Background: an optimization exercise with open tools, aiming at small area and few clock cycles. Do not read the settings as production practice.
Where RTL was checked, it was by simulation tests only, not by an equivalence proof against the original.
Only the layout flow was run in run 2; the RTL was not checked for function there.
Power is estimated from default activity; no workload was simulated.

### flow/design.v
`default_nettype none
package dmem_pkg;
    localparam int rob_w       = 5;
    localparam int prf_w       = 6;
    localparam int cache_lines = 32;  
    localparam logic [1:0] bus_none  = 2'h0;
    localparam logic [1:0] bus_load  = 2'h1;  
    localparam logic [1:0] bus_store = 2'h2;
    localparam logic [1:0] size_byte   = 2'h0;
    localparam logic [1:0] size_half   = 2'h1;
    localparam logic [1:0] size_word   = 2'h2;
    localparam logic [1:0] size_double = 2'h3;
    typedef union packed {
        logic [15:0] word;
        struct packed {
            logic [7:0] tag;
            logic [4:0] index;
            logic [2:0] offset;
        } fields;
    } dmem_addr_t;
    function automatic logic [31:0] load_align(
        input logic [63:0] blk,
        input logic [2:0]  offset,
        input logic [1:0]  size
    );
        logic [63:0] sh;
        sh = blk >> {offset, 3'b000};
        case (size)
            size_byte: load_align = {24'h0, sh[7:0]};
            size_half: load_align = {16'h0, sh[15:0]};
            default:   load_align = sh[31:0];  
        endcase
    endfunction
    function automatic logic [31:0] load_align_nat(
        input logic [63:0] blk,
        input logic [2:0]  offset,
        input logic [1:0]  size
    );
        logic [7:0]  b0;
        logic [7:0]  b1;
        logic [15:0] hi;
        b0 = blk[{offset, 3'b000} +: 8];
        b1 = blk[{offset[2:1], 4'b1000} +: 8];
        hi = offset[2] ? blk[63:48] : blk[31:16];
        load_align_nat = {size[1] ? hi : 16'h0, size != size_byte ? b1 : 8'h0, b0};
    endfunction
endpackage
`default_nettype wire
`timescale 1ns/1ps
`default_nettype none
module lsq #(
    parameter int n  = 3,
    parameter int nf = 3
) (
    input  logic                               clock,
    input  logic                               reset,
    input  logic                               except,
    input  logic                               ld_en,
    input  logic [1:0]                         ld_size,
    input  logic [dmem_pkg::rob_w-1:0]         ld_rob_idx,
    input  logic [dmem_pkg::prf_w-1:0]         ld_prf_idx,
    input  logic                               st_en,
    input  logic [1:0]                         st_size,
    input  logic [31:0]                        st_data,
    input  logic [dmem_pkg::rob_w-1:0]         st_rob_idx,
    input  logic                               commit,
    input  logic                               alu_is_valid,
    input  logic [dmem_pkg::rob_w-1:0]         alu_rob_idx,
    input  logic [31:0]                        alu_data,
    input  logic [3:0]                         mem2proc_response,
    input  logic [63:0]                        mem2proc_data,
    input  logic [3:0]                         mem2proc_tag,
    output logic                               can_take,
    output logic                               cdb_valid_out,
    output logic [31:0]                        cdb_data_out,
    output logic [dmem_pkg::prf_w-1:0]         cdb_prf_idx_out,
    output logic [dmem_pkg::rob_w-1:0]         cdb_rob_idx_out,
    output logic [1:0]                         dmem_command,
    output logic [15:0]                        dmem_addr,
    output logic [1:0]                         dmem_size,
    output logic [63:0]                        dmem_data
);
    localparam int cw = $clog2(n + 1);
    logic [n-1:0]               e_valid;
    logic [n-1:0]               e_st;      
    logic [n-1:0]               e_ak;      
    logic [15:0]                e_addr  [n];
    logic [1:0]                 e_size  [n];
    logic [dmem_pkg::rob_w-1:0] e_rob   [n];
    logic [31:0]                e_pay   [n];  
    logic [n-1:0]               e_older [n];
    logic [cw-1:0]              credits;      
    logic [nf-1:0]              f_valid;
    logic [3:0]                 f_tag   [nf];
    logic [2:0]                 f_off   [nf];
    logic [1:0]                 f_size  [nf];
    logic [dmem_pkg::rob_w-1:0] f_rob   [nf];
    logic [dmem_pkg::prf_w-1:0] f_prf   [nf];
    logic [n-1:0] older_m [n];
    always_comb begin
        for (int e = 0; e < n; e++) older_m[e] = e_older[e] & ~(n'(1) << e);
    end
    logic flush;
    assign flush = reset || except;
    logic [n-1:0] amatch;    
    logic [n-1:0] same_blk;  
    logic         a_st;      
    logic [n-1:0] a_row;     
    always_comb begin
        a_st  = 1'b0;
        a_row = '0;
        for (int e = 0; e < n; e++) begin
            amatch[e]   = alu_is_valid && e_valid[e] && !e_ak[e] && e_rob[e] == alu_rob_idx;
            same_blk[e] = e_addr[e][15:3] == alu_data[15:3];
            if (amatch[e]) begin
                a_st  = a_st | e_st[e];
                a_row = a_row | older_m[e];
            end
        end
        a_row = a_row & (~e_ak | same_blk);
    end
    logic [nf-1:0] hit;
    logic [2:0]    r_off;
    logic [1:0]    r_size;
    always_comb begin
        r_off           = '0;
        r_size          = '0;
        cdb_prf_idx_out = '0;
        cdb_rob_idx_out = '0;
        for (int f = 0; f < nf; f++) begin
            hit[f] = f_valid[f] && f_tag[f] == mem2proc_tag;
            if (hit[f]) begin
                r_off           = r_off | f_off[f];
                r_size          = r_size | f_size[f];
                cdb_prf_idx_out = cdb_prf_idx_out | f_prf[f];
                cdb_rob_idx_out = cdb_rob_idx_out | f_rob[f];
            end
        end
    end
    assign cdb_valid_out = |hit;
    assign cdb_data_out  = dmem_pkg::load_align_nat(mem2proc_data, r_off, r_size);
    logic [n-1:0]  l_ready;
    logic [n-1:0]  ld_pick;
    logic [n-1:0]  st_head;
    logic [nf-1:0] f_free1;   
    logic          f_room;
    logic          ld_go;
    logic          byp_ok;
    logic          byp_go;
    logic          st_want;
    logic          st_go;
    logic [n-1:0]  bus_sel;
    logic          accepted;
    logic [n-1:0]  written;
    logic [n-1:0]  sent;      
    logic [nf-1:0] f_alloc;
    always_comb begin
        ld_pick = '0;
        for (int e = 0; e < n; e++) begin
            l_ready[e] = e_valid[e] && !e_st[e] && e_ak[e] && older_m[e] == '0;
            st_head[e] = e_valid[e] && e_st[e] && older_m[e] == '0;
        end
        for (int e = n - 1; e >= 0; e--) begin
            if (l_ready[e]) ld_pick = n'(1) << e;
        end
        f_free1 = '0;
        for (int f = nf - 1; f >= 0; f--) begin
            if (!f_valid[f] || hit[f]) f_free1 = nf'(1) << f;
        end
    end
    assign f_room  = !(&(f_valid & ~hit));
    assign ld_go   = |l_ready && f_room;
    assign byp_ok  = |amatch && !a_st && a_row == '0 && f_room;
    assign st_want = |st_head && (credits != '0 || commit);
    assign st_go   = st_want && !ld_go && !byp_ok;
    assign byp_go  = byp_ok && !ld_go && !st_go;
    assign bus_sel = st_go ? st_head : ld_pick;
    always_comb begin
        dmem_addr = '0;
        dmem_size = '0;
        dmem_data = '0;
        for (int e = 0; e < n; e++) begin
            if (bus_sel[e]) begin
                dmem_addr = dmem_addr | e_addr[e];
                dmem_size = dmem_size | e_size[e];
            end
            if (st_head[e]) dmem_data[31:0] = dmem_data[31:0] | e_pay[e];
        end
        if (byp_go) dmem_addr = alu_data[15:0];
    end
    assign dmem_command = st_go ? dmem_pkg::bus_store :
                          (ld_go || byp_go) ? dmem_pkg::bus_load : dmem_pkg::bus_none;
    assign accepted = mem2proc_response != 4'h0;
    assign written  = (st_go && accepted) ? st_head : '0;
    assign sent     = !accepted ? '0 : ld_go ? ld_pick : byp_go ? amatch : '0;
    assign f_alloc  = (|sent) ? f_free1 : '0;
    logic [2:0]                 m_off;
    logic [1:0]                 m_size;
    logic [dmem_pkg::rob_w-1:0] m_rob;
    logic [dmem_pkg::prf_w-1:0] m_prf;
    always_comb begin
        m_size = '0;
        m_rob  = '0;
        m_prf  = '0;
        for (int e = 0; e < n; e++) begin
            if (sent[e]) begin
                m_size = m_size | e_size[e];
                m_rob  = m_rob | e_rob[e];
                m_prf  = m_prf | e_pay[e][5:0];
            end
        end
        m_off = dmem_addr[2:0];
    end
    logic [n-1:0] alloc;
    logic [n-1:0] valid_nx;
    always_comb begin
        alloc = '0;
        for (int e = n - 1; e >= 0; e--) begin
            if (!e_valid[e]) alloc = n'(1) << e;
        end
        if (!(ld_en || st_en)) alloc = '0;
        valid_nx = (e_valid | alloc) & ~(written | sent);
    end
    always_ff @(posedge clock) begin
        if (flush) begin
            e_valid  <= '0;
            f_valid  <= '0;
            credits  <= '0;
            can_take <= 1'b1;
        end else begin
            e_valid  <= valid_nx;
            f_valid  <= (f_valid & ~hit) | f_alloc;   
            credits  <= credits + cw'(commit) - cw'(|written);
            can_take <= !(&valid_nx);
        end
    end
    always_ff @(posedge clock) begin
        for (int f = 0; f < nf; f++) begin
            if (f_alloc[f]) begin
                f_tag[f]  <= mem2proc_response;
                f_off[f]  <= m_off;
                f_size[f] <= m_size;
                f_rob[f]  <= m_rob;
                f_prf[f]  <= m_prf;
            end
        end
        for (int e = 0; e < n; e++) begin
            e_older[e] <= older_m[e] & ~written;
            if (amatch[e]) begin
                e_ak[e]   <= 1'b1;
                e_addr[e] <= alu_data[15:0];
                if (!e_st[e]) e_older[e] <= a_row & ~written;
            end
            if (a_st && !e_st[e] && e_ak[e]) begin
                e_older[e] <= older_m[e] & ~written & ~(amatch & ~{n{same_blk[e]}});
            end
            if (alloc[e]) begin
                e_st[e]    <= st_en;
                e_ak[e]    <= 1'b0;
                e_size[e]  <= ld_en ? ld_size : st_size;
                e_rob[e]   <= ld_en ? ld_rob_idx : st_rob_idx;
                e_pay[e]   <= {st_data[31:6], ld_en ? ld_prf_idx : st_data[5:0]};
                e_older[e] <= e_valid & e_st & ~written;
            end
        end
    end
endmodule
`default_nettype wire
`timescale 1ns/1ps
`default_nettype none
module dmem #(
    parameter int lsq_size = 8
) (
    input  logic                               clock,
    input  logic                               reset,
    input  logic                               except,
    input  logic                               ld_en,
    input  logic [1:0]                         ld_size,
    input  logic [dmem_pkg::rob_w-1:0]         ld_rob_idx,
    input  logic [dmem_pkg::prf_w-1:0]         ld_prf_idx,
    input  logic                               st_en,
    input  logic [1:0]                         st_size,
    input  logic [31:0]                        st_data,
    input  logic [dmem_pkg::rob_w-1:0]         st_rob_idx,
    input  logic                               commit,
    input  logic                               alu_is_valid,
    input  logic [dmem_pkg::rob_w-1:0]         alu_rob_idx,
    input  logic [31:0]                        alu_data,
    input  logic [3:0]                         mem2proc_response,  
    input  logic [63:0]                        mem2proc_data,
    input  logic [3:0]                         mem2proc_tag,
    output logic [$clog2(lsq_size):0]          lsq_num_free,
    output logic                               cdb_valid_out,
    output logic [31:0]                        cdb_data_out,
    output logic [dmem_pkg::prf_w-1:0]         cdb_prf_idx_out,
    output logic [dmem_pkg::rob_w-1:0]         cdb_rob_idx_out,
    output logic [1:0]                         dmem_command,
    output logic [15:0]                        dmem_addr,
    output logic [1:0]                         dmem_size,
    output logic [63:0]                        dmem_data
);
    logic can_take;
    lsq lsq_inst (
        .clock, .reset, .except,
        .ld_en, .ld_size, .ld_rob_idx, .ld_prf_idx,
        .st_en, .st_size, .st_data, .st_rob_idx,
        .commit,
        .alu_is_valid, .alu_rob_idx, .alu_data,
        .mem2proc_response, .mem2proc_data, .mem2proc_tag,
        .can_take,
        .cdb_valid_out, .cdb_data_out, .cdb_prf_idx_out, .cdb_rob_idx_out,
        .dmem_command, .dmem_addr, .dmem_size, .dmem_data
    );
    assign lsq_num_free = {{$clog2(lsq_size){1'b0}}, can_take};
endmodule
`default_nettype wire
### flow/flow/run.sh
#!/bin/bash
# The standard layout, with the smallest buffer on every port instead of the
# resizer's default pick. Each tool's output stays in the logs ORFS writes
# under orfs/logs/; make's own output goes to flow_make.log.
set -euo pipefail
export BUFFER_PORTS_ARGS="-buffer_cell sky130_fd_sc_hd__buf_1"
bash standard.sh > flow_make.log 2>&1
### flow/standard.sh
#!/bin/bash
# synth_recipe.tcl (not shown) runs the flow's synth.tcl, then flattens the netlist and writes it again
# the make line also repeats each setting of config.mk as NAME=value (left out here)
make -C /OpenROAD-flow-scripts/flow DESIGN_CONFIG=/design/flow/config.mk WORK_HOME=/design/flow/orfs CLKGATE_MAP_FILE= SYNTH_SCRIPT=/design/flow/synth_recipe.tcl "${@:-finish}"
### flow/config.mk
export PLATFORM = sky130hd
export DESIGN_NAME = dmem
export DESIGN_NICKNAME = dmem
export VERILOG_FILES = /design/flow/design.v
export SDC_FILE = /design/flow/constraint.sdc
export NUM_CORES = 4
export LEC_CHECK = 0
export CAP_MARGIN = 0
export CORE_MARGIN = 2
export CORE_UTILIZATION = 40
export CTS_CLUSTER_DIAMETER = 100
export CTS_CLUSTER_SIZE = 20
export SLEW_MARGIN = 0
### flow/constraint.sdc
create_clock -name core_clock -period 10.0 [get_ports {clock}]
set_input_delay 2.0000 -clock core_clock [delete_from_list [all_inputs] [get_ports {clock}]]
set_output_delay 2.0000 -clock core_clock [all_outputs]
set_load 0.01 [all_outputs]
==> flow_metrics.py, run 1 <==
metrics = {
    "clock_network": {
        "clk_pin_slew_ns": 0.09,
        "cts_buffers": 16,
        "tritoncts": "done",
        "cts_resized": 0,
        "clk_latency_ns": 0.49,
        "h-tree-depth": 1,
        "cts_buffer_depth": 3,
        "post-cts-setup-buffers": 0,
        "cts_hold_buffers": 0,
        "cts-root-buf": "clkbuf_16",
        "clock-sinks": 246,
    },
    "power": {
        "ir_worst_vdd_mv": 0.1936,
        "p_leak_nw": 4.468,
        "power_density_nw_per_um2": 147.1,
    },
    "timing": {
        "setup-violations-final": 0,
        "max_freq_ghz": 0.1223,
        "final_hold_viol_count": 0,
        "period_needed_ns": 8.176,
        "setup_tns_ns": 0,
        "maxSlewViolCount": 0,
        "fin_hold_ws_ns": 0.5212,
        "fin_ws_ns": 1.824,
        "skew_ns": 0.01601,
        "fin_crit_sh": 0.8176,
        "maxSlewHeadroom": 0.2981,
        "worst_pin_slew_ns": 1.047,
        "rsz0062_at_grt": "no",
    },
    "global_route": {
        "grt_pass1_wl_um": 44390,
        "grt_pass1_vias": 7981,
        "grt_start_max_net_pins": 36,
        "grt_usage": 0.1878,
        "gr-total-overflow": 0,
        "antenna_found_initial": 2,
    },
    "detailed_routing": {
        "vias_per_cell": 5.199,
        "drt_iter0_drc": 552,
        "drc_errors": 0,
        "vias": 7976,
        "drt-pass1-iter-count": 8,
        "wl_um": 28910,
        "ant_nets": 0,
        "wire_per_inst_um": 18.85,
    },
    "synth": {
        "synth_seq_cells": 246,
        "synth.avg_cell_area_sq_um": 12.67,
        "synth_cell_types": 57,
        "syn_inst": 903,
        "yosys-top-cells-area": "edfxtp_1 60%, nand2_1 3.8%, a22oi_1 3.3%",
        "ys_async_sr_fraction": 0,
        "yosysTopAreaCell": "edfxtp_1",
        "ys_warn_count": 12,
        "syn_area_sq_um": 11440,
        "synth_edf_count": 228,
        "yosys.area.top_type_share": 0.5984,
        "ys_seq_area_frac": 0.6299,
        "ys.flop_type": "edfxtp_1",
    },
    "place": {
        "pre_cts_slack_ns": 1.783,
        "portBuffers": 248,
        "numPlacedInstances": 1506,
        "placed_area_sq_um": 12720,
        "gp_congestion": 0.8881,
        "dpl.hpwl_um": 20320,
    },
    "final_layout": {
        "antenna_cells": 0,
        "syn_to_final_growth_pct": 15.37,
        "drive_above_1_share": 0.08304,
        "final_cells": 1534,
        "nets": 1316,
        "fillers": 2614,
        "design_area_sq_um": 13200,
    },
    "setup_path": {
        "crit_slowest_cell": "o2bb2ai_2",
        "critPathLaunch": "alu_rob_idx[2]",
        "cp_cell_sequence": "buf_1, xnor2_1, nand4_1, nor4_4, buf_4, o31ai_1, a221oi_4, a21oi_2, o2bb2ai_2, nand2_1, a31oi_1, buf_1",
        "crit_path_end_kind": "primary output",
        "path_buf_inv": 3,
        "worstRegToRegCells": 11,
        "cp_max_fo": 18,
        "cp.depth": 12,
        "worstPathRequired_ns": 8.00,
        "startpoint_type": "input port",
        "path_class": "in2out",
        "cp_slowest_stage_delay_ns": 0.85,
        "cpMostUsedCell": "buf_1",
        "cp.arrival_ns": 6.18,
        "r2r-start": "lsq_inst.e_rob[2][3]$_DFFE_PP_",
        "critPathTopFamily": "compound AO/OA/AOI/OAI gates",
    },
    "floorplanning": {
        "start_util": 0.4085,
        "core_area_sq_um": 28010,
        "rows": 61,
        "ios": 300,
        "die_area_sq_um": 29970,
        "die_h_um": 173.1,
        "die-width_um": 173.1,
    },
    "run_status": {
        "status": "finished clean",
    },
    "hold_path": {
        "hp-start": "lsq_inst.f_valid[0]$_SDFF_PP0_",
        "hold_class": "reg2reg",
        "hold_depth": 2,
    },
    "run": {
        "max-cap-violations": 0,
    },
}
-- tightest hold or removal path, cell delays in order, from the launching register on --
cell and delay (ns):
dfxtp_1 0.33, o41ai_2 0.09, a21oi_1 0.07
-- final cells by class --
cell class	count	area, sq um	area share
Sequential cell	246	7207	0.5460
Multi-Input combinational cell	576	3812	0.2888
Timing Repair Buffer	269	1089	0.08247
Tap cell	378	473.0	0.03583
Clock buffer	27	462.9	0.03507
Inverter	37	138.9	0.01052
Clock inverter	1	16.27	0.001232
-- stage by stage --
| step | total power, mW | util |
|---|---|---|
| floorplan | 1.267 | - |
| global placement | 1.319 | 0.4541 |
| detailed placement | 1.321 | 0.4541 |
| CTS | 1.964 | 0.4712 |
| global route | 2.014 | 0.4712 |
| finish | 1.942 | 0.4712 |
-- cell usage in the layout (no fill, tap or decap), types with 21 or more instances in the layout --
cell type    n
nand2_1    117
a222oi_1    30
xnor2_1     42
o21ai_0     23
edfxtp_1   228
conb_1      35
nor2_1      60
a22oi_1     50
buf_4       21
mux2i_1     21
mux2_2      30
xor2_1      26
buf_1      248
inv_1       37
-- routing by layer --
layer	GRT usage	wire [um]	vias up
met5	0	26	-
met4	0.05862	846	4
met3	0.04222	2415	48
met2	0.3342	14440	359
met1	0.2261	11190	3753
li1	-	-	3812
-- worst paths after layout --
check	slack (ns)	end
worst max register to register	5.51	lsq_inst.f_prf[1][0]$_DFFE_PP_
worst min register to register	0.52	lsq_inst.f_valid[0]$_SDFF_PP0_
worst min-delay path	0.52	lsq_inst.f_valid[0]$_SDFF_PP0_
worst max-delay path	1.82	dmem_addr[0]
-- Yosys cell counts, types with 7 or more instances --
cell / count
buf_4: 39
a31oi_1: 18
a222oi_1: 30
mux2i_1: 21
edfxtp_1: 228
o21ai_0: 23
nand4_1: 13
dfxtp_1: 18
inv_1: 37
xor2_1: 26
nor4_1: 7
a22oi_1: 50
nor2_1: 64
nand3_1: 10
xnor2_1: 42
nand2_1: 117
nor3_1: 12
clkbuf_1: 30
o211ai_1: 9
mux2_2: 30
-- kinds of logic (layout without fill, tap and decap cells) --
logic type | after synthesis | in the layout | synth area share
other | 1 | 35 | 0.0003278
multiplexers | 51 | 51 | 0.04790
XOR/XNOR | 68 | 68 | 0.05206
AO/OA/AOI/OAI | 168 | 168 | 0.1160
AND/OR/NAND/NOR | 252 | 252 | 0.09963
flip-flops | 246 | 246 | 0.6299
buffers and inverters | 115 | 334 | 0.05195
adder cells (fa/ha/maj) | 2 | 2 | 0.002187
-- registers in the layout, indices dropped and copies added, names as in the netlist, 6 cells and up --
name / flops
lsq_inst.f_size: 6
lsq_inst.e_rob: 15
lsq_inst.f_off: 9
lsq_inst.e_pay: 96
lsq_inst.f_rob: 15
lsq_inst.f_tag: 12
lsq_inst.e_size: 6
lsq_inst.e_older: 6
lsq_inst.f_prf: 18
lsq_inst.e_addr: 48
-- power breakdown --
part	switching [mW]	internal [mW]	total [mW]
Clock	0.323	0.322	0.645
Sequential	0.0147	1.15	1.17
Combinational	0.0839	0.0482	0.132
Total	0.421	1.52	1.94
Testbench counts, summed over its fixed seeds: cycles 47,076.
==> run 2, diff against run 1 <==
--- a/flow/design.v
+++ b/flow/design.v
@@ -49,7 +49,7 @@
 `timescale 1ns/1ps
 `default_nettype none
 module lsq #(
-    parameter int n  = 3,
+    parameter int n  = 2,
     parameter int nf = 3
 ) (
     input  logic                               clock,
--- a/flow/config.mk
+++ b/flow/config.mk
@@ -9,5 +9,5 @@
 export CORE_MARGIN = 2
 export CORE_UTILIZATION = 40
 export CTS_CLUSTER_DIAMETER = 100
-export CTS_CLUSTER_SIZE = 20
+export CTS_CLUSTER_SIZE = 25
 export SLEW_MARGIN = 0
==> run 2 against run 1 <==
Via count shrank 22%; synthesized cell count down 25%; clock power rose by 5.6%; sequential share of layout area fell by 3.7 points; maximum frequency is 9.3% higher; still clean.
==> flow_metrics.py, run 2 <==
metrics = {
    "synth": {
        "syn_inst": 673,
        "yosys.area.top_type_share": 0.5790,
        "yosysTopAreaCell": "edfxtp_1",
        "synth_edf_count": 172,
        "synth_most_common_cell": "edfxtp_1",
        "yosys-top-cells-area": "edfxtp_1 58%, a22o_1 4.7%, mux2i_1 4.5%",
        "ys_async_sr_fraction": 0,
        "ys_seq_area_frac": 0.6059,
        "yosys-top-cells-count": "172 x edfxtp_1, 48 x a22o_1, 41 x buf_4, 41 x nor2_1, 40 x mux2i_1",
        "ys.flop_type": "edfxtp_1",
        "syn_area_sq_um": 8921,
        "ys_warn_count": 12,
        "synth_cell_types": 59,
        "synth.avg_cell_area_sq_um": 13.26,
        "synth_seq_cells": 184,
    },
    "hold_path": {
        "hold_class": "reg2reg",
        "hp-start": "lsq_inst.f_valid[2]$_SDFF_PP0_",
    },
    "final_layout": {
        "reg.largest.list": "lsq_inst.e_pay (64), lsq_inst.e_addr (32), lsq_inst.f_prf (18)",
        "seq_area_sq_um": 5405,
        "design_area_sq_um": 10620,
        "antenna_cells": 0,
        "syn_to_final_growth_pct": 18.99,
        "nets": 1086,
        "largest_reg_flops": 64,
        "final_cells": 1209,
        "final_cell_mix": "248 x buf_1, 172 x edfxtp_1, 48 x a22o_1",
        "drive_above_1_share": 0.09795,
        "post-route-util": 0.4849,
        "fillers": 2025,
        "final_common_cell": "buf_1",
        "max_flop_register": "lsq_inst.e_pay",
        "multiInputGateArea_sq_um": 3148,
    },
    "place": {
        "pre_cts_slack_ns": 2.508,
        "dpl.hpwl_um": 15580,
        "portBuffers": 248,
        "numPlacedInstances": 1177,
        "placed_area_sq_um": 10010,
        "gp_congestion": 0.8189,
    },
    "floorplanning": {
        "die-width_um": 153.3,
        "rows": 54,
        "ios": 300,
        "start_util": 0.4075,
        "die_area_sq_um": 23510,
        "core_area_sq_um": 21890,
        "die_h_um": 153.3,
    },
    "detailed_routing": {
        "wl_um": 21750,
        "vias_per_cell": 5.162,
        "drc_errors": 0,
        "drt-pass1-iter-count": 5,
        "wire_per_inst_um": 17.99,
        "drt_iter0_drc": 413,
        "vias": 6241,
        "ant_nets": 0,
    },
    "timing": {
        "rsz0062_at_grt": "no",
        "maxSlewHeadroom": 0.2305,
        "final_hold_viol_count": 0,
        "fin_ws_ns": 2.519,
        "max_freq_ghz": 0.1337,
        "setup-violations-final": 0,
        "maxSlewViolCount": 0,
        "fin_crit_sh": 0.7481,
        "worst_pin_slew_ns": 1.153,
        "setup_tns_ns": 0,
        "skew_ns": 0.01078,
        "period_needed_ns": 7.481,
    },
    "global_route": {
        "grt_pass1_wl_um": 33310,
        "gr-total-overflow": 0,
        "antenna_found_initial": 0,
        "grt_pass1_vias": 6283,
        "grt_start_max_net_pins": 36,
        "grt_usage": 0.1819,
    },
    "run_status": {
        "status": "finished clean",
    },
    "setup_path": {
        "startpoint_type": "input port",
        "cp.arrival_ns": 5.48,
        "cp_cell_sequence": "buf_1, xor2_1, nor2_1, and4_1, nand2_1, o22a_1, a2111oi_4, o21ai_0, nand3_1, buf_1",
        "worstPathRequired_ns": 8.00,
        "critPathLaunch": "alu_rob_idx[4]",
        "path_class": "in2out",
        "r2r-start": "lsq_inst.e_valid[1]$_SDFF_PP0_",
        "cp_max_fo": 22,
        "cp_slowest_stage_delay_ns": 0.93,
        "cpMostUsedCell": "buf_1",
        "path_buf_inv": 2,
        "critPathTopFamily": "simple AND/OR/NAND/NOR gates",
        "crit_path_end_kind": "primary output",
        "r2r_slack_ns": 6.25,
        "crit_slowest_cell": "a2111oi_4",
    },
    "clock_network": {
        "cts_buffer_depth": 2,
        "clk_pin_slew_ns": 0.07,
        "clk_latency_ns": 0.43,
        "h-tree-depth": 4,
        "tritoncts": "done",
        "cts_hold_buffers": 0,
        "cts-root-buf": "clkbuf_16",
        "clock-sinks": 184,
        "cts_buffers": 17,
        "cts_resized": 0,
        "post-cts-setup-buffers": 0,
    },
    "power": {
        "p_leak_nw": 3.883,
        "ir_worst_vdd_mv": 0.09649,
        "power_density_nw_per_um2": 157.9,
    },
    "run": {
        "max-cap-violations": 0,
    },
}
## run 2: layout make-up
cell class	count	share of cell area
clock buffers	17	0.04008
clock inverters	15	0.01686
inverters	19	0.006719
multi-input cells	432	0.2966
flip-flops and latches	184	0.5092
well taps	280	0.03300
repair buffers	262	0.09759
## run 2: stage by stage
stage | hold slack [ns] | total power, mW
after floorplan | 0.4459 | 0.9663
after global placement | 0.4615 | 1.010
after detailed placement | 0.4659 | 1.012
after CTS | 0.4760 | 1.689
after global routing | 0.5078 | 1.736
final | 0.4718 | 1.676
## run 2: worst paths after layout
path / end / depth (start not counted)
max reg2reg: lsq_inst.f_off[0][2]$_DFFE_PP_ / 8
max: dmem_addr[0] / 10
min: lsq_inst.f_valid[2]$_SDFF_PP0_ / 2
min reg2reg: lsq_inst.f_valid[2]$_SDFF_PP0_ / 2
## run 2: metal layers
layer | global-route usage | share of wire | vias to the layer above | wire length, um
met2 | 0.3212 | 0.51 | 252 | 11150
met3 | 0.04536 | 0.065 | 24 | 1413
met5 | 0 | 0 | - | 0
li1 | - | - | 2981 | -
met4 | 0.05199 | 0.015 | 0 | 322
met1 | 0.2210 | 0.41 | 2984 | 8864
## run 2: kinds of logic (layout without fill, tap and decap cells)
kind of cell / count (synthesis) / count (layout) / share of synthesized area
XOR/XNOR: 50 / 50 / 0.04909
buffers and inverters: 91 / 313 / 0.05834
AO/OA/AOI/OAI: 138 / 138 / 0.1252
adder cells (fa/ha/maj): 2 / 2 / 0.002805
AND/OR/NAND/NOR: 144 / 144 / 0.08429
other: 1 / 35 / 0.0004204
flip-flops: 184 / 184 / 0.6059
multiplexers: 63 / 63 / 0.07391
## run 2: worst reg2reg max path: stages, from the launching register on
cell and delay, ns:
dfxtp_1 0.50, nand3b_1 0.15, nor2_1 0.10, and4_1 0.87, nand2_1 0.25, o22a_1 0.31
a2111oi_4 0.93, o21ai_0 0.23, nand3_1 0.23
## run 2: report_power, final
group	internal [mW]	leakage (nW)	switching (mW)	total (mW)
combinational	0.0453	1.90	0.0735	0.119
sequential	0.866	1.68	0.0106	0.876
clock	0.378	0.297	0.302	0.681
total	1.29	3.88	0.387	1.68
==> run 3, diff against run 2 <==
--- a/flow/design.v
+++ b/flow/design.v
@@ -50,7 +50,7 @@
 `default_nettype none
 module lsq #(
     parameter int n  = 2,
-    parameter int nf = 3
+    parameter int nf = 2
 ) (
     input  logic                               clock,
     input  logic                               reset,
==> run 3 against run 2 <==
Critical path depth down 1; synthesized cell count down 12%; sequential share of layout area down 1.7 points; combinational power down 11%; maximum frequency up 3.9%; register-to-register slack worse by 0.57 ns; via count down 10%; sequential cell count down 21; utilization up 1.1 points; still clean; critical endpoint is now cdb_data_out[15]; sequential power down 11%; routed wire length down 9.4%; highest routed layer is now met5.
==> flow_metrics.py, run 3 <==
metrics = {
    "run_status": {
        "status": "finished clean",
    },
    "timing": {
        "fin_crit_sh": 0.7197,
        "setup-violations-final": 0,
        "max_freq_ghz": 0.1389,
        "setup_tns_ns": 0,
        "final_hold_viol_count": 0,
        "rsz0062_at_grt": "no",
        "maxSlewHeadroom": 0.2142,
        "period_needed_ns": 7.197,
        "worst_pin_slew_ns": 1.175,
        "maxSlewViolCount": 0,
        "skew_ns": 0.006856,
    },
    "setup_path": {
        "critPathTopFamily": "compound AO/OA/AOI/OAI gates",
        "cp.arrival_ns": 5.20,
        "cpMostUsedCell": "buf_1",
        "path_class": "in2out",
        "cp_slowest_stage_delay_ns": 0.89,
        "cp_max_fo": 35,
        "crit_slowest_cell": "a22o_2",
        "cp_cell_sequence": "buf_1, xor2_1, nor4_1, and2_1, a22o_2, mux2i_1, mux2_2, a21oi_1, buf_1",
        "path_buf_inv": 2,
        "startpoint_type": "input port",
        "worstPathRequired_ns": 8.00,
        "crit_path_end_kind": "primary output",
    },
    "synth": {
        "ys_warn_count": 12,
        "ys_seq_area_frac": 0.5941,
        "yosysTopAreaCell": "edfxtp_1",
        "yosys-top-cells-count": "152 x edfxtp_1, 73 x a22o_1, 41 x mux2i_1",
        "ys.flop_type": "edfxtp_1",
        "synth_most_common_cell": "edfxtp_1",
        "ys_async_sr_fraction": 0,
        "synth_cell_types": 51,
        "synth_seq_cells": 163,
        "synth.avg_cell_area_sq_um": 13.63,
        "syn_area_sq_um": 8054,
        "syn_inst": 591,
        "yosys-top-cells-area": "edfxtp_1 57%, a22o_1 7.9%, mux2i_1 5.1%",
        "yosys.area.top_type_share": 0.5667,
        "synth_edf_count": 152,
    },
    "clock_network": {
        "tritoncts": "done",
        "clk_pin_slew_ns": 0.06,
        "cts-root-buf": "clkbuf_16",
        "clk_latency_ns": 0.43,
        "h-tree-depth": 4,
        "cts_buffers": 17,
        "post-cts-setup-buffers": 0,
        "cts_hold_buffers": 0,
        "cts_resized": 0,
        "cts_buffer_depth": 2,
        "clock-sinks": 163,
    },
    "global_route": {
        "met2_usage": 0.3248,
        "grt_pass1_vias": 5661,
        "gr-total-overflow": 0,
        "grtUsageMet3": 0.06050,
        "grt.busiest_layer": "met2",
        "grt_usage": 0.1845,
        "grt_pass1_wl_um": 30240,
        "met1_usage": 0.2126,
        "antenna_found_initial": 1,
        "grt_start_max_net_pins": 43,
    },
    "floorplanning": {
        "die_area_sq_um": 21290,
        "core_area_sq_um": 19590,
        "die_h_um": 145.9,
        "start_util": 0.4111,
        "rows": 51,
        "die-width_um": 145.9,
        "ios": 300,
    },
    "hold_path": {
        "hold_class": "reg2reg",
    },
    "final_layout": {
        "nets": 1008,
        "syn_to_final_growth_pct": 20.65,
        "final_cell_mix": "248 x buf_1, 152 x edfxtp_1, 72 x a22o_1",
        "final_common_cell": "buf_1",
        "seq_area_sq_um": 4785,
        "max_flop_register": "lsq_inst.e_pay",
        "drive_above_1_share": 0.1046,
        "reg.largest.list": "lsq_inst.e_pay (64), lsq_inst.e_addr (32), lsq_inst.f_prf (12)",
        "multiInputGateArea_sq_um": 2972,
        "antenna_cells": 0,
        "largest_reg_flops": 64,
        "fillers": 1811,
    },
    "detailed_routing": {
        "vias_per_cell": 5.025,
        "ant_nets": 0,
        "wire_per_inst_um": 17.65,
        "drt-pass1-iter-count": 4,
        "wl_um": 19700,
        "vias": 5608,
        "drc_errors": 0,
        "drt_iter0_drc": 250,
    },
    "run": {
        "max-cap-violations": 0,
    },
    "place": {
        "portBuffers": 248,
        "gp_congestion": 0.8626,
        "dpl.hpwl_um": 14510,
    },
    "power": {
        "ir_worst_vdd_mv": 0.1482,
        "power_density_nw_per_um2": 157.4,
        "power.total_mw": 1.530,
        "p_leak_nw": 3.505,
    },
}
## run 3: changes by cell type in the layout (fill, tap and decap cells not counted), moves of 7 or more
cell      delta
a222oi_1    -16
a21o_1      +21
o21ai_1     -28
edfxtp_1    -20
nand3_1     -14
inv_1       -10
o21ai_0      -7
a22o_1      +24
nand2_1     -13
xor2_1       -7
## run 3: cells by family (layout without fill, tap and decap cells)
logic type,Yosys count,after routing,share of synthesized area
flops,163,163,0.5941
other cells,1,35,0.0004656
compound gates,140,140,0.1454
xor+xnor,46,46,0.05002
simple gates,101,101,0.06354
mux,66,66,0.08731
buf+inv,72,298,0.05608
fa+ha+maj,2,2,0.003107
## run 3: layout make-up
type,instances,share of cell area
flip-flops and latches,163,0.4924
repair buffers,258,0.1035
clock buffers,17,0.04378
clock inverters,15,0.01725
well taps,265,0.03412
multi-input cells,390,0.3058
inverters,8,0.003090
## run 3: path summary, 6_finish.rpt
kind / startpoint / endpoint / slack, ns / cells after the start
max: mem2proc_tag[3] / cdb_data_out[15] / 2.80 / 9
min reg2reg: lsq_inst.f_valid[0]$_SDFF_PP0_ / lsq_inst.f_valid[0]$_SDFF_PP0_ / 0.50 / 2
max reg2reg: lsq_inst.e_rob[0][3]$_DFFE_PP_ / lsq_inst.f_rob[0][3]$_DFFE_PP_ / 5.68 / 9
min: lsq_inst.f_valid[0]$_SDFF_PP0_ / lsq_inst.f_valid[0]$_SDFF_PP0_ / 0.50 / 2
## run 3: per-stage QoR
step	hold WS (ns)	utilization	cells	cell area, sq um	setup slack, ns
floorplan	0.4623	-	625	8182	3.401
global placement	0.4884	0.4657	1084	9124	2.744
detailed placement	0.4963	0.4657	1084	9124	2.769
CTS	0.5043	0.4960	1116	9717	2.718
global route	0.5221	0.4960	1116	9717	2.528
finish	0.5030	0.4960	1116	9717	2.803
## run 3: worst reg2reg max path: stages (launching register included)
cell and delay, ns:
edfxtp_1 0.40, xnor2_1 0.19, nand4_1 0.21, nor2_4 0.56, mux2i_1 0.15, a311o_2 0.41, or2_4 0.30, o31ai_4 0.72
nor2_1 0.15, nor2_2 0.85
## run 3: per-layer routing
metal / vias to the layer above / part of all wire / wire (um)
met5: - / 0.00066 / 13
met4: 2 / 0.021 / 420
met3: 29 / 0.087 / 1711
met2: 242 / 0.50 / 9901
met1: 2642 / 0.39 / 7651
li1: 2693 / - / -
## run 3: report_power, final
| part | leakage, nW | internal, mW | switching, mW |
|---|---|---|---|
| registers | 1.57 | 0.770 | 0.00932 |
| clock network | 0.285 | 0.355 | 0.289 |
| logic | 1.65 | 0.0422 | 0.0641 |
Testbench counts of run 3, summed over its fixed seeds: cycles 62,774.
==> run 4, diff against run 3 <==
==> flow/flow/run.sh (replaced) <==
#!/bin/bash
# The standard layout, with the smallest buffer on every port instead of the
# resizer's default pick, and a clock tree without dummy loads. Each tool's
# output stays in the logs ORFS writes under orfs/logs/; make's own output
# goes to flow_make.log.
set -euo pipefail
export BUFFER_PORTS_ARGS="-buffer_cell sky130_fd_sc_hd__buf_1"
export CTS_ARGS="-sink_clustering_enable -repair_clock_nets -sink_clustering_size 25 -sink_clustering_max_diameter 100 -dont_use_dummy_load"
bash standard.sh > flow_make.log 2>&1
==> flow/config.mk (replaced) <==
export PLATFORM = sky130hd
export DESIGN_NAME = dmem
export DESIGN_NICKNAME = dmem
export VERILOG_FILES = /design/flow/design.v
export SDC_FILE = /design/flow/constraint.sdc
export NUM_CORES = 4
export LEC_CHECK = 0
export CAP_MARGIN = 20
export CORE_MARGIN = 2
export CORE_UTILIZATION = 40
export SLEW_MARGIN = 20
==> run 4 against run 3 <==
Critical path type unchanged; highest routed layer unchanged; maximum frequency is essentially flat; worst setup slack worse by 0.0051 ns; design area fell by 1.6%; count of clock-buffer cells in the layout unchanged; sequential power hardly changed; synthesized area did not move; clock skew grew 0.019 ns; register-to-register slack improved by 0.28 ns; clock power decreased by 21%.
==> flow_metrics.py, run 4 <==
metrics = {
    "place": {
        "portBuffers": 248,
        "dpl.hpwl_um": 14510,
        "placed_area_sq_um": 9124,
        "gp_congestion": 0.8626,
    },
    "detailed_routing": {
        "drc_errors": 0,
        "vias": 5557,
        "drt_iter0_drc": 229,
        "ant_nets": 0,
        "wl_um": 19630,
        "drt-pass1-iter-count": 4,
        "vias_per_cell": 5.047,
        "wire_per_inst_um": 17.83,
    },
    "final_layout": {
        "drive_above_1_share": 0.08971,
        "post-route-util": 0.4881,
        "antenna_cells": 0,
        "reg.largest.list": "lsq_inst.e_pay (64), lsq_inst.e_addr (32), lsq_inst.f_prf (12)",
        "largest_reg_flops": 64,
        "design_area_sq_um": 9562,
        "nets": 1008,
        "fillers": 1812,
        "max_flop_register": "lsq_inst.e_pay",
        "final_common_cell": "buf_1",
        "syn_to_final_growth_pct": 18.72,
        "final_cell_mix": "248 x buf_1, 152 x edfxtp_1, 72 x a22o_1",
    },
    "power": {
        "internal_power_mw": 1.108,
        "ir_worst_vdd_mv": 0.1476,
        "p_sw_uw": 288.0,
        "pwr-share-clk": 0.364,
        "pwr-share-comb": 0.076,
        "power_density_nw_per_um2": 146.0,
        "p_leak_nw": 3.430,
        "swShare": 0.2064,
        "p_seq_frac": 0.559,
    },
    "clock_network": {
        "clk_latency_ns": 0.42,
        "post-cts-setup-buffers": 0,
        "clk_pin_slew_ns": 0.05,
        "clock-sinks": 163,
        "cts_buffer_depth": 2,
        "cts-root-buf": "clkbuf_16",
        "tritoncts": "done",
        "cts_buffers": 17,
        "cts_resized": 0,
        "h-tree-depth": 4,
        "cts_hold_buffers": 0,
    },
    "global_route": {
        "antenna_found_initial": 1,
        "grt_usage": 0.1833,
        "gr-total-overflow": 0,
        "grt_pass1_vias": 5644,
        "grt_start_max_net_pins": 43,
        "grt_pass1_wl_um": 30100,
    },
    "setup_path": {
        "worstRegToRegCells": 9,
        "startpoint_type": "input port",
        "r2r_slack_ns": 5.96,
        "path_class": "in2out",
        "worstReg2RegEnd": "lsq_inst.f_rob[0][0]$_DFFE_PP_",
        "cp.arrival_ns": 5.20,
        "r2r-start": "lsq_inst.e_rob[0][3]$_DFFE_PP_",
        "cp_max_fo": 35,
        "worstPathRequired_ns": 8.00,
        "crit_path_end_kind": "primary output",
    },
    "timing": {
        "setup-violations-final": 0,
        "final_hold_viol_count": 0,
        "fin_crit_sh": 0.7202,
        "setup_tns_ns": 0,
        "maxSlewHeadroom": 0.3820,
        "fin_hold_ws_ns": 0.5007,
        "period_needed_ns": 7.202,
        "rsz0062_at_grt": "no",
        "maxSlewViolCount": 0,
        "worst_pin_slew_ns": 0.9270,
        "skew_ns": 0.02554,
        "max_freq_ghz": 0.1388,
    },
    "floorplanning": {
        "die_area_sq_um": 21290,
        "ios": 300,
        "start_util": 0.4111,
        "die_h_um": 145.9,
        "core_area_sq_um": 19590,
        "die-width_um": 145.9,
        "rows": 51,
    },
    "synth": {
        "synthAdderAreaFrac": 0.003107,
        "synth.avg_cell_area_sq_um": 13.63,
        "synth_top_family_by_area": "compound AO/OA/AOI/OAI gates",
        "synth_compound_area_frac": 0.1454,
        "synth_most_common_cell": "edfxtp_1",
        "syn_area_sq_um": 8054,
        "yosys-top-cells-count": "152 x edfxtp_1, 73 x a22o_1, 41 x mux2i_1",
        "synth_edf_count": 152,
        "yosys.area_share.simple": 0.06354,
        "yosysTopAreaCell": "edfxtp_1",
        "yosys-top-cells-area": "edfxtp_1 57%, a22o_1 7.9%, mux2i_1 5.1%",
        "synth.area.mux_share": 0.08731,
        "ys_warn_count": 12,
        "ys_async_sr_fraction": 0,
        "synth_seq_cells": 163,
        "ys.flop_type": "edfxtp_1",
        "ys_seq_area_frac": 0.5941,
        "synth-xor-area-share": 0.05002,
        "synth_cell_types": 51,
        "syn_inst": 591,
        "yosys.area.top_type_share": 0.5667,
    },
    "hold_path": {
        "hold_depth": 2,
        "hp-start": "lsq_inst.f_valid[0]$_SDFF_PP0_",
        "hold_class": "reg2reg",
        "min_to": "lsq_inst.f_valid[0]$_SDFF_PP0_",
    },
    "run_status": {
        "status": "finished clean",
    },
    "run": {
        "max-cap-violations": 0,
    },
}
## run 4: critical path, stage by stage
cell and delay [ns]:
buf_1 0.11, xor2_1 0.16, nor4_1 0.37, and2_1 0.65
a22o_2 0.89, mux2i_1 0.21, mux2_2 0.32, a21oi_1 0.28
buf_1 0.20
## run 4: cell type report
class | count | area [sq um] | area share
Timing Repair Buffer | 258 | 1006 | 0.1052
Clock buffer | 17 | 425.4 | 0.04449
Inverter | 8 | 30.03 | 0.003141
Tap cell | 265 | 331.6 | 0.03468
Sequential cell | 163 | 4785 | 0.5004
Multi-Input combinational cell | 390 | 2984 | 0.3121
## run 4: per-stage QoR
| stage | std cells | power (mW) | setup WS (ns) |
|---|---|---|---|
| 6_report | 1101 | 1.396 | 2.798 |
| 5_1_grt | 1101 | 1.445 | 2.525 |
| 4_1_cts | 1101 | 1.410 | 2.721 |
| 3_5_place_dp | 1084 | 0.9009 | 2.769 |
| 3_3_place_gp | 1084 | 0.8993 | 2.744 |
| 2_1_floorplan | 625 | 0.8596 | 3.401 |
## run 4: logic make-up after synthesis
logic type,after synthesis
adders and majority gates,2
other,1
buffers and inverters,72
muxes,66
and+or+nand+nor,101
xor gates and xnor gates,46
AOI/OAI and AO/OA,140
DFF,163
## run 4: how the worst max path moves through the flow
stage	start	to	slack, ns	depth (start not counted)
after global placement	mem2proc_tag[3]	cdb_data_out[15]	2.74	9
after global routing	mem2proc_tag[3]	cdb_data_out[15]	2.53	9
final	mem2proc_tag[3]	cdb_data_out[15]	2.80	9
after CTS	mem2proc_tag[3]	cdb_data_out[15]	2.72	9
after floorplan	alu_rob_idx[2]	dmem_addr[12]	3.40	10
after detailed placement	mem2proc_tag[3]	cdb_data_out[15]	2.77	9
## run 4: metal layers
layer | vias to the layer above | wire length [um] | global-route usage
met5 | - | 13 | 0
met4 | 2 | 299 | 0.05588
met3 | 19 | 1570 | 0.05925
met2 | 236 | 10050 | 0.3231
met1 | 2621 | 7690 | 0.2124
li1 | 2679 | - | -
## run 4: power groups by stage
stage | Combinational, mW | Sequential [mW] | Clock (mW)
after floorplan | 0.0669 | 0.793 | 0
after global placement | 0.106 | 0.793 | 0
after detailed placement | 0.107 | 0.794 | 0
after CTS | 0.108 | 0.780 | 0.522
after global routing | 0.118 | 0.782 | 0.544
final | 0.107 | 0.780 | 0.509
==> run 5, diff against run 4 <==
--- a/flow/flow/run.sh
+++ b/flow/flow/run.sh
@@ -5,5 +5,5 @@
 # goes to flow_make.log.
 set -euo pipefail
 export BUFFER_PORTS_ARGS="-buffer_cell sky130_fd_sc_hd__buf_1"
-export CTS_ARGS="-sink_clustering_enable -repair_clock_nets -sink_clustering_size 25 -sink_clustering_max_diameter 100 -dont_use_dummy_load"
+export CTS_ARGS="-sink_clustering_enable -repair_clock_nets -sink_clustering_size 40 -sink_clustering_max_diameter 100 -dont_use_dummy_load -buf_list sky130_fd_sc_hd__clkbuf_8"
 bash standard.sh > flow_make.log 2>&1
==> run 5 against run 4 <==
Still clean on timing, DRC and antenna; first-iteration DRC count shrank 3.5%; maximum frequency grew 0.35%; design area shrank 2.0%; total power shrank 12%; sequential cell count is the same; critical endpoint unchanged; largest cell class unchanged; largest power group unchanged.
==> flow_metrics.py, run 5 <==
metrics = {
    "run_status": {
        "status": "finished clean",
    },
    "global_route": {
        "grtUsageMet3": 0.06050,
        "grt_pass1_vias": 5614,
        "grt_start_max_net_pins": 43,
        "grt.busiest_layer": "met2",
        "met1_usage": 0.2114,
        "grt_pass1_wl_um": 30030,
        "gr-total-overflow": 0,
        "grt_usage": 0.1831,
        "met2_usage": 0.3226,
        "antenna_found_initial": 1,
    },
    "clock_network": {
        "cts_buffers": 17,
        "clk_latency_ns": 0.45,
        "clock-sinks": 163,
        "cts_hold_buffers": 0,
        "post-cts-setup-buffers": 0,
        "cts_resized": 0,
        "cts-root-buf": "clkbuf_8",
        "cts_buffer_depth": 2,
        "h-tree-depth": 4,
        "clk_pin_slew_ns": 0.06,
        "tritoncts": "done",
    },
    "timing": {
        "setup_tns_ns": 0,
        "final_hold_viol_count": 0,
        "skew_ns": 0.03422,
        "fin_hold_ws_ns": 0.4980,
        "fin_crit_sh": 0.7177,
        "max_freq_ghz": 0.1393,
        "fin_ws_ns": 2.823,
        "setup-violations-final": 0,
        "maxSlewHeadroom": 0.3762,
        "worst_pin_slew_ns": 0.9357,
        "rsz0062_at_grt": "no",
        "maxSlewViolCount": 0,
        "period_needed_ns": 7.177,
    },
    "final_layout": {
        "final_cell_mix": "248 x buf_1, 152 x edfxtp_1, 72 x a22o_1",
        "syn_to_final_growth_pct": 16.34,
        "post-route-util": 0.4783,
        "final_common_cell": "buf_1",
        "nets": 1008,
        "max_flop_register": "lsq_inst.e_pay",
        "antenna_cells": 0,
        "largest_reg_flops": 64,
        "drive_above_1_share": 0.08971,
        "reg.largest.list": "lsq_inst.e_pay (64), lsq_inst.e_addr (32), lsq_inst.f_prf (12)",
    },
    "synth": {
        "ys.flop_type": "edfxtp_1",
        "synth_edf_count": 152,
        "synth_seq_cells": 163,
        "syn_inst": 591,
        "yosys.area.top_type_share": 0.5667,
        "synth_cell_types": 51,
        "syn_area_sq_um": 8054,
        "ys_seq_area_frac": 0.5941,
        "yosys-top-cells-count": "152 x edfxtp_1, 73 x a22o_1, 41 x mux2i_1",
        "yosys-top-cells-area": "edfxtp_1 57%, a22o_1 7.9%, mux2i_1 5.1%",
        "yosysTopAreaCell": "edfxtp_1",
        "synth_most_common_cell": "edfxtp_1",
        "ys_warn_count": 12,
        "synth.avg_cell_area_sq_um": 13.63,
        "ys_async_sr_fraction": 0,
    },
    "detailed_routing": {
        "ant_nets": 0,
        "wire_per_inst_um": 17.82,
        "wl_um": 19620,
        "vias": 5577,
        "drt_iter0_drc": 221,
        "drt-pass1-iter-count": 5,
        "vias_per_cell": 5.065,
        "drc_errors": 0,
    },
    "setup_path": {
        "cp_cell_sequence": "buf_1, xor2_1, nor4_1, and2_1, a22o_2, mux2i_1, mux2_2, a21oi_1, buf_1",
        "cp_slowest_stage_delay_ns": 0.89,
        "cpMostUsedCell": "buf_1",
        "cp_max_fo": 35,
        "cp.arrival_ns": 5.18,
        "crit_path_end_kind": "primary output",
        "path_class": "in2out",
        "startpoint_type": "input port",
        "crit_slowest_cell": "a22o_2",
        "worstPathRequired_ns": 8.00,
    },
    "power": {
        "power_density_nw_per_um2": 131.3,
        "internal_power_uw": 961.9,
        "swShare": 0.2183,
        "p_sw_uw": 268.7,
        "power.total_mw": 1.231,
        "pwr-share-comb": 0.086,
        "pwr-share-clk": 0.281,
        "ir_worst_vdd_mv": 0.1297,
        "p_seq_frac": 0.633,
        "p_leak_nw": 3.343,
    },
    "run": {
        "max-cap-violations": 0,
    },
    "place": {
        "portBuffers": 248,
        "dpl.hpwl_um": 14510,
        "gp_congestion": 0.8626,
        "pre_cts_slack_ns": 2.769,
    },
    "floorplanning": {
        "core_area_sq_um": 19590,
        "die-width_um": 145.9,
        "rows": 51,
        "die_area_sq_um": 21290,
        "ios": 300,
        "die_h_um": 145.9,
        "start_util": 0.4111,
    },
    "hold_path": {
        "hold_class": "reg2reg",
    },
}
run 5: worst paths after layout:
check / startpoint / end / slack [ns] / cells past startpoint
max: mem2proc_tag[3] / cdb_data_out[15] / 2.82 / 9
max reg2reg: lsq_inst.e_rob[0][3]$_DFFE_PP_ / lsq_inst.f_rob[0][0]$_DFFE_PP_ / 5.95 / 9
min reg2reg: lsq_inst.f_valid[0]$_SDFF_PP0_ / lsq_inst.f_valid[0]$_SDFF_PP0_ / 0.50 / 2
min: lsq_inst.f_valid[0]$_SDFF_PP0_ / lsq_inst.f_valid[0]$_SDFF_PP0_ / 0.50 / 2
run 5: logic make-up after synthesis:
family / share of synthesized area
AND/OR/NAND/NOR: 0.06354
adder cells (fa/ha/maj): 0.003107
flip-flops: 0.5941
XOR/XNOR: 0.05002
AO/OA/AOI/OAI: 0.1454
multiplexers: 0.08731
other: 0.0004656
buffers and inverters: 0.05608
run 5: area by class of cell:
type	count	area [sq um]
clock buffer	17	234.0
fill	1833	10220
inverter	8	30.03
multi-input combinational	390	2984
sequential	163	4785
tap	265	331.6
timing repair buffer	258	1006
run 5: critical path: cells and delay by family:
kind,cells,cell delay [ns]
AO/OA/AOI/OAI,2,1.17
XOR/XNOR,1,0.16
buffers and inverters,2,0.31
multiplexers,2,0.53
AND/OR/NAND/NOR,2,0.99
run 5: metal layers:
metal | wire length, um | share of wire | up-vias
met5 | 13 | 0.00066 | -
li1 | - | - | 2674
met2 | 9977 | 0.51 | 237
met4 | 326 | 0.017 | 2
met3 | 1611 | 0.082 | 20
met1 | 7686 | 0.39 | 2644
run 5: power groups by stage:
stage	Combinational, mW	Sequential (mW)	Clock [mW]
finish	0.106	0.779	0.345
global route	0.118	0.781	0.377
CTS	0.108	0.779	0.357
detailed placement	0.107	0.794	0
global placement	0.106	0.793	0
floorplan	0.0669	0.793	0
run 5: stage by stage:
step           instance area (sq um)  cells
3_5_place_dp                    9124   1084
3_3_place_gp                    9124   1084
6_report                        9370   1101
4_1_cts                         9358   1101
5_1_grt                         9370   1101
2_1_floorplan                   8182    625
==> run 6, diff against run 5 <==
==> flow/flow/run.sh (replaced) <==
#!/bin/bash
# The standard layout, with the smallest buffer on every port instead of the
# resizer's default pick, and a clock tree without dummy loads. Each tool's
# output stays in the logs ORFS writes under orfs/logs/; make's own output
# goes to flow_make.log.
set -euo pipefail
export BUFFER_PORTS_ARGS="-buffer_cell sky130_fd_sc_hd__buf_1"
export CTS_ARGS="-sink_clustering_enable -repair_clock_nets -sink_clustering_size 25 -sink_clustering_max_diameter 100 -dont_use_dummy_load -buf_list sky130_fd_sc_hd__clkbuf_8"
bash standard.sh > flow_make.log 2>&1
--- a/flow/config.mk
+++ b/flow/config.mk
@@ -5,6 +5,7 @@
 export SDC_FILE = /design/flow/constraint.sdc
 export NUM_CORES = 4
 export LEC_CHECK = 0
+export ABC_CLOCK_PERIOD_IN_PS = 3000
 export CAP_MARGIN = 20
 export CORE_MARGIN = 2
 export CORE_UTILIZATION = 40
==> run 6 against run 5 <==
Non-clock buffer count unchanged; global-route usage unchanged; synthesized area unchanged; count of clock-buffer cells in the layout is the same; critical path depth stayed put; still clean; largest power group unchanged; synthesized cell count did not move; design area stayed put; clock power is essentially flat; total power is the same; largest cell class unchanged.
==> flow_metrics.py, run 6 <==
metrics = {
    "power": {
        "power_density_nw_per_um2": 131.3,
        "ir_worst_vdd_mv": 0.1297,
        "p_leak_nw": 3.343,
    },
    "clock_network": {
        "clk_latency_ns": 0.45,
        "post-cts-setup-buffers": 0,
        "cts-root-buf": "clkbuf_8",
        "clock-sinks": 163,
        "cts_buffer_depth": 2,
        "tritoncts": "done",
        "clk_pin_slew_ns": 0.06,
        "cts_buffers": 17,
        "cts_resized": 0,
        "h-tree-depth": 4,
        "cts_hold_buffers": 0,
    },
    "setup_path": {
        "startpoint_type": "input port",
        "cp_cell_sequence": "buf_1, xor2_1, nor4_1, and2_1, a22o_2, mux2i_1, mux2_2, a21oi_1, buf_1",
        "worstPathRequired_ns": 8.00,
        "worstReg2RegEnd": "lsq_inst.f_rob[0][0]$_DFFE_PP_",
        "cp_slowest_stage_delay_ns": 0.89,
        "cpMostUsedCell": "buf_1",
        "cp.arrival_ns": 5.18,
        "r2r-start": "lsq_inst.e_rob[0][3]$_DFFE_PP_",
        "cp_max_fo": 35,
        "crit_path_end_kind": "primary output",
        "worstRegToRegCells": 9,
        "crit_slowest_cell": "a22o_2",
        "r2r_slack_ns": 5.95,
        "path_class": "in2out",
    },
    "synth": {
        "synth_most_common_cell": "edfxtp_1",
        "synth_edf_count": 152,
        "yosys.area.top_type_share": 0.5667,
        "syn_area_sq_um": 8054,
        "ys.flop_type": "edfxtp_1",
        "ys_seq_area_frac": 0.5941,
        "ys_warn_count": 12,
        "synth_seq_cells": 163,
        "synth_cell_types": 51,
        "yosysTopAreaCell": "edfxtp_1",
        "yosys-top-cells-area": "edfxtp_1 57%, a22o_1 7.9%, mux2i_1 5.1%",
        "synth.avg_cell_area_sq_um": 13.63,
        "ys_async_sr_fraction": 0,
        "syn_inst": 591,
        "yosys-top-cells-count": "152 x edfxtp_1, 73 x a22o_1, 41 x mux2i_1",
    },
    "run_status": {
        "status": "finished clean",
    },
    "timing": {
        "rsz0062_at_grt": "no",
        "maxSlewViolCount": 0,
        "worst_pin_slew_ns": 0.9357,
        "skew_ns": 0.03422,
        "period_needed_ns": 7.177,
        "final_hold_viol_count": 0,
        "maxSlewHeadroom": 0.3762,
        "fin_crit_sh": 0.7177,
        "setup-violations-final": 0,
        "max_freq_ghz": 0.1393,
        "fin_ws_ns": 2.823,
        "setup_tns_ns": 0,
    },
    "final_layout": {
        "seq_area_sq_um": 4785,
        "drive_above_1_share": 0.08971,
        "reg.largest.list": "lsq_inst.e_pay (64), lsq_inst.e_addr (32), lsq_inst.f_prf (12)",
        "multiInputGateArea_sq_um": 2984,
        "final_common_cell": "buf_1",
        "fillers": 1833,
        "syn_to_final_growth_pct": 16.34,
        "antenna_cells": 0,
        "post-route-util": 0.4783,
        "largest_reg_flops": 64,
        "max_flop_register": "lsq_inst.e_pay",
        "final_cell_mix": "248 x buf_1, 152 x edfxtp_1, 72 x a22o_1",
        "nets": 1008,
    },
    "global_route": {
        "antenna_found_initial": 1,
        "grt_usage": 0.1831,
        "gr-total-overflow": 0,
        "grt_pass1_vias": 5614,
        "grt_start_max_net_pins": 43,
        "grt_pass1_wl_um": 30030,
    },
    "detailed_routing": {
        "wl_um": 19620,
        "wire_per_inst_um": 17.82,
        "vias": 5577,
        "drt_iter0_drc": 221,
        "drt-pass1-iter-count": 5,
        "vias_per_cell": 5.065,
        "drc_errors": 0,
        "ant_nets": 0,
    },
    "place": {
        "portBuffers": 248,
        "gp_congestion": 0.8626,
        "dpl.hpwl_um": 14510,
        "pre_cts_slack_ns": 2.769,
    },
    "floorplanning": {
        "core_area_sq_um": 19590,
        "rows": 51,
        "die-width_um": 145.9,
        "die_h_um": 145.9,
        "start_util": 0.4111,
        "die_area_sq_um": 21290,
        "ios": 300,
    },
    "hold_path": {
        "hold_class": "reg2reg",
        "hp-start": "lsq_inst.f_valid[0]$_SDFF_PP0_",
        "hold_depth": 2,
        "min_to": "lsq_inst.f_valid[0]$_SDFF_PP0_",
    },
    "run": {
        "max-cap-violations": 0,
    },
}
## run 6: area by class of cell
class,count,share of cell area
flip-flops and latches,163,0.5106
multi-input cells,390,0.3185
repair buffers,258,0.1074
well taps,265,0.03539
clock buffers,17,0.02497
inverters,8,0.003205
## run 6: worst max-delay path by stage
stage	start	end	slack (ns)
6_report	mem2proc_tag[3]	cdb_data_out[15]	2.82
5_1_grt	mem2proc_tag[3]	cdb_data_out[15]	2.55
4_1_cts	mem2proc_tag[3]	cdb_data_out[15]	2.75
3_5_place_dp	mem2proc_tag[3]	cdb_data_out[15]	2.77
3_3_place_gp	mem2proc_tag[3]	cdb_data_out[15]	2.74
2_1_floorplan	alu_rob_idx[2]	dmem_addr[12]	3.40
## run 6: critical path, delay by kind of cell
kind / cells / cell delay (ns)
buf+inv: 2 / 0.31
compound gates: 2 / 1.17
mux: 2 / 0.53
simple gates: 2 / 0.99
xor+xnor: 1 / 0.16
## run 6: cells by family after synthesis
| logic type | Yosys count | share of synthesized area |
|---|---|---|
| XOR/XNOR | 46 | 0.05002 |
| multiplexers | 66 | 0.08731 |
| AND/OR/NAND/NOR | 101 | 0.06354 |
| other | 1 | 0.0004656 |
| AO/OA/AOI/OAI | 140 | 0.1454 |
| buffers and inverters | 72 | 0.05608 |
| flip-flops | 163 | 0.5941 |
| adder cells (fa/ha/maj) | 2 | 0.003107 |
## run 6: layer usage
metal / vias to the layer above / part of all wire / global-route usage
met5: - / 0.00066 / 0
li1: 2674 / - / -
met1: 2644 / 0.39 / 0.2114
met3: 20 / 0.082 / 0.06050
met4: 2 / 0.017 / 0.05588
met2: 237 / 0.51 / 0.3226
## run 6: report_power, final
group | total (mW) | internal [mW] | switching, mW
Combinational | 0.106 | 0.0422 | 0.0640
Sequential | 0.779 | 0.770 | 0.00939
Clock | 0.345 | 0.150 | 0.195
Total | 1.23 | 0.962 | 0.269
## run 6: stage by stage
step           hold slack, ns  cell area, sq um  total power [mW]  instances
3_3_place_gp           0.4884              9124            0.8993       1084
4_1_cts                0.5037              9358             1.243       1101
3_5_place_dp           0.4963              9124            0.9009       1084
5_1_grt                0.5203              9370             1.276       1101
2_1_floorplan          0.4623              8182            0.8596        625
6_report               0.4980              9370             1.231       1101
==> run 7, diff against run 6 <==
--- a/flow/config.mk
+++ b/flow/config.mk
@@ -5,7 +5,7 @@
 export SDC_FILE = /design/flow/constraint.sdc
 export NUM_CORES = 4
 export LEC_CHECK = 0
-export ABC_CLOCK_PERIOD_IN_PS = 3000
+export ABC_CLOCK_PERIOD_IN_PS = 50000
 export CAP_MARGIN = 20
 export CORE_MARGIN = 2
 export CORE_UTILIZATION = 40
==> run 7 against run 6 <==
Clock skew did not move; sequential share of layout area did not move; global-route usage did not move; clock power barely moved; design area did not move; synthesized area did not move; worst hold slack did not move; utilization did not move; critical endpoint unchanged; largest cell class unchanged.
==> flow_metrics.py, run 7 <==
metrics = {
    "run": {
        "max-cap-violations": 0,
    },
    "global_route": {
        "met1_usage": 0.2114,
        "grt_usage": 0.1831,
        "grt_pass1_vias": 5614,
        "antenna_found_initial": 1,
        "gr-total-overflow": 0,
        "grtUsageMet3": 0.06050,
        "grt_pass1_wl_um": 30030,
        "met2_usage": 0.3226,
        "grt_start_max_net_pins": 43,
        "grt.busiest_layer": "met2",
    },
    "setup_path": {
        "cp_max_fo": 35,
        "cp_cell_sequence": "buf_1, xor2_1, nor4_1, and2_1, a22o_2, mux2i_1, mux2_2, a21oi_1, buf_1",
        "cp_slowest_stage_delay_ns": 0.89,
        "worstPathRequired_ns": 8.00,
        "cp.depth": 9,
        "cpMostUsedCell": "buf_1",
        "worstReg2RegEnd": "lsq_inst.f_rob[0][0]$_DFFE_PP_",
        "path_buf_inv": 2,
        "startpoint_type": "input port",
        "path_class": "in2out",
        "crit_path_end_kind": "primary output",
        "r2r-start": "lsq_inst.e_rob[0][3]$_DFFE_PP_",
        "critPathTopFamily": "compound AO/OA/AOI/OAI gates",
        "worstRegToRegCells": 9,
        "r2r_slack_ns": 5.95,
        "crit_slowest_cell": "a22o_2",
        "cp.arrival_ns": 5.18,
    },
    "final_layout": {
        "drive_above_1_share": 0.08971,
        "final_common_cell": "buf_1",
        "reg.largest.list": "lsq_inst.e_pay (64), lsq_inst.e_addr (32), lsq_inst.f_prf (12)",
        "syn_to_final_growth_pct": 16.34,
        "max_flop_register": "lsq_inst.e_pay",
        "final_cells": 1101,
        "nets": 1008,
        "final_cell_mix": "248 x buf_1, 152 x edfxtp_1, 72 x a22o_1",
        "antenna_cells": 0,
        "largest_reg_flops": 64,
    },
    "synth": {
        "ys_warn_count": 12,
        "synth.avg_cell_area_sq_um": 13.63,
        "synth_most_common_cell": "edfxtp_1",
        "syn_inst": 591,
        "yosys-top-cells-count": "152 x edfxtp_1, 73 x a22o_1, 41 x mux2i_1",
        "yosys.area.top_type_share": 0.5667,
        "ys.flop_type": "edfxtp_1",
        "yosys-top-cells-area": "edfxtp_1 57%, a22o_1 7.9%, mux2i_1 5.1%",
        "synth_edf_count": 152,
        "synth_seq_cells": 163,
        "synth_cell_types": 51,
        "ys_seq_area_frac": 0.5941,
        "yosysTopAreaCell": "edfxtp_1",
        "syn_area_sq_um": 8054,
        "ys_async_sr_fraction": 0,
    },
    "clock_network": {
        "clk_pin_slew_ns": 0.06,
        "clock-sinks": 163,
        "tritoncts": "done",
        "cts_resized": 0,
        "h-tree-depth": 4,
        "cts_buffers": 17,
        "cts_hold_buffers": 0,
        "cts_buffer_depth": 2,
        "clk_latency_ns": 0.45,
        "cts-root-buf": "clkbuf_8",
        "post-cts-setup-buffers": 0,
    },
    "power": {
        "p_sw_uw": 268.7,
        "power_density_nw_per_um2": 131.3,
        "pwr-share-clk": 0.281,
        "internal_power_uw": 961.9,
        "ir_worst_vdd_mv": 0.1297,
        "p_seq_frac": 0.633,
        "swShare": 0.2183,
        "pwr-share-comb": 0.086,
        "p_leak_nw": 3.343,
    },
    "detailed_routing": {
        "ant_nets": 0,
        "vias_per_cell": 5.065,
        "vias": 5577,
        "drt_iter0_drc": 221,
        "drc_errors": 0,
        "wire_per_inst_um": 17.82,
        "drt-pass1-iter-count": 5,
        "wl_um": 19620,
    },
    "timing": {
        "setup_tns_ns": 0,
        "maxSlewViolCount": 0,
        "setup-violations-final": 0,
        "max_freq_ghz": 0.1393,
        "period_needed_ns": 7.177,
        "fin_crit_sh": 0.7177,
        "maxSlewHeadroom": 0.3762,
        "final_hold_viol_count": 0,
        "rsz0062_at_grt": "no",
        "skew_ns": 0.03422,
        "worst_pin_slew_ns": 0.9357,
    },
    "place": {
        "gp_congestion": 0.8626,
        "numPlacedInstances": 1084,
        "portBuffers": 248,
        "dpl.hpwl_um": 14510,
    },
    "floorplanning": {
        "ios": 300,
        "rows": 51,
        "die_h_um": 145.9,
        "die_area_sq_um": 21290,
        "core_area_sq_um": 19590,
        "die-width_um": 145.9,
        "start_util": 0.4111,
    },
    "hold_path": {
        "hp-start": "lsq_inst.f_valid[0]$_SDFF_PP0_",
        "hold_depth": 2,
        "min_to": "lsq_inst.f_valid[0]$_SDFF_PP0_",
        "hold_class": "reg2reg",
    },
    "run_status": {
        "status": "finished clean",
    },
}
## run 7: cell counts in the layout (fill, tap and decap cells not counted)
Identical to the previous run, type by type.
## run 7: stage by stage
stage          instance area, sq um  setup WS, ns  total power [mW]  utilization  hold slack, ns
2_1_floorplan                  8182         3.401            0.8596            -          0.4623
3_3_place_gp                   9124         2.744            0.8993       0.4657          0.4884
3_5_place_dp                   9124         2.769            0.9009       0.4657          0.4963
4_1_cts                        9358         2.748             1.243       0.4777          0.5037
5_1_grt                        9370         2.553             1.276       0.4783          0.5203
6_report                       9370         2.823             1.231       0.4783          0.4980
## run 7: kinds of logic (layout without fill, tap and decap cells)
kind of cell / count (synthesis) / in the layout / share of synthesized area
other: 1 / 35 / 0.0004656
AO/OA/AOI/OAI: 140 / 140 / 0.1454
AND/OR/NAND/NOR: 101 / 101 / 0.06354
buffers and inverters: 72 / 283 / 0.05608
adder cells (fa/ha/maj): 2 / 2 / 0.003107
flip-flops: 163 / 163 / 0.5941
multiplexers: 66 / 66 / 0.08731
XOR/XNOR: 46 / 46 / 0.05002
## run 7: worst max path at each step
stage | from | to | slack [ns]
CTS | mem2proc_tag[3] | cdb_data_out[15] | 2.75
global route | mem2proc_tag[3] | cdb_data_out[15] | 2.55
global placement | mem2proc_tag[3] | cdb_data_out[15] | 2.74
detailed placement | mem2proc_tag[3] | cdb_data_out[15] | 2.77
finish | mem2proc_tag[3] | cdb_data_out[15] | 2.82
floorplan | alu_rob_idx[2] | dmem_addr[12] | 3.40
## run 7: cell type report
cell class / instances / area (sq um)
Multi-Input combinational cell: 390 / 2984
Clock buffer: 17 / 234.0
Inverter: 8 / 30.03
Tap cell: 265 / 331.6
Fill cell: 1833 / 10220
Timing Repair Buffer: 258 / 1006
Sequential cell: 163 / 4785
## run 7: power by group through the flow
stage                     clock (mW)  sequential [mW]  combinational [mW]
after global routing           0.377            0.781               0.118
after detailed placement           0            0.794               0.107
after CTS                      0.357            0.779               0.108
after floorplan                    0            0.793              0.0669
after global placement             0            0.793               0.106
final                          0.345            0.779               0.106
## run 7: worst reg2reg max path: cells and delay by family, from the launching register on
family	cells	cell delay [ns]
simple gates	5	1.79
xor+xnor	1	0.19
mux	1	0.15
flops	1	0.40
compound gates	2	1.15
## run 7: layer usage
layer  vias up  wire, um
li1       2674         -
met1      2644      7686
met2       237      9977
met3        20      1611
met4         2       326
met5         -        13

## port drivers added, routing unchanged
The flow's constraints put no driver on any port. The routed layouts listed below were extracted and timed again, unchanged, in two steps.
Step 1 sets driving cells, clkbuf_16 on the clock port and buf_2 on the other inputs (assumed; they add their load-dependent delay and slew).
Step 2, shift: input delay + t, output delay - t, t = (earliest + latest rising clock arrival at the registers) / 2. This alone moves slack from input paths to output paths.
Three values: no drivers, after step 1, after step 2; two values: the first two.
run	t, ns	setup slack, ns
run 1	0.526	1.824 / 1.797 / 1.797
run 2	0.463	2.519 / 2.479 / 2.479
run 3	0.466	2.803 / 2.769 / 2.769
run 4	0.449	2.798 / 2.762 / 2.762
run 5	0.472	2.823 / 2.787 / 2.787
run 6	0.472	2.823 / 2.787 / 2.787
run 7	0.472	2.823 / 2.787 / 2.787
After both steps every run listed still meets setup and hold.
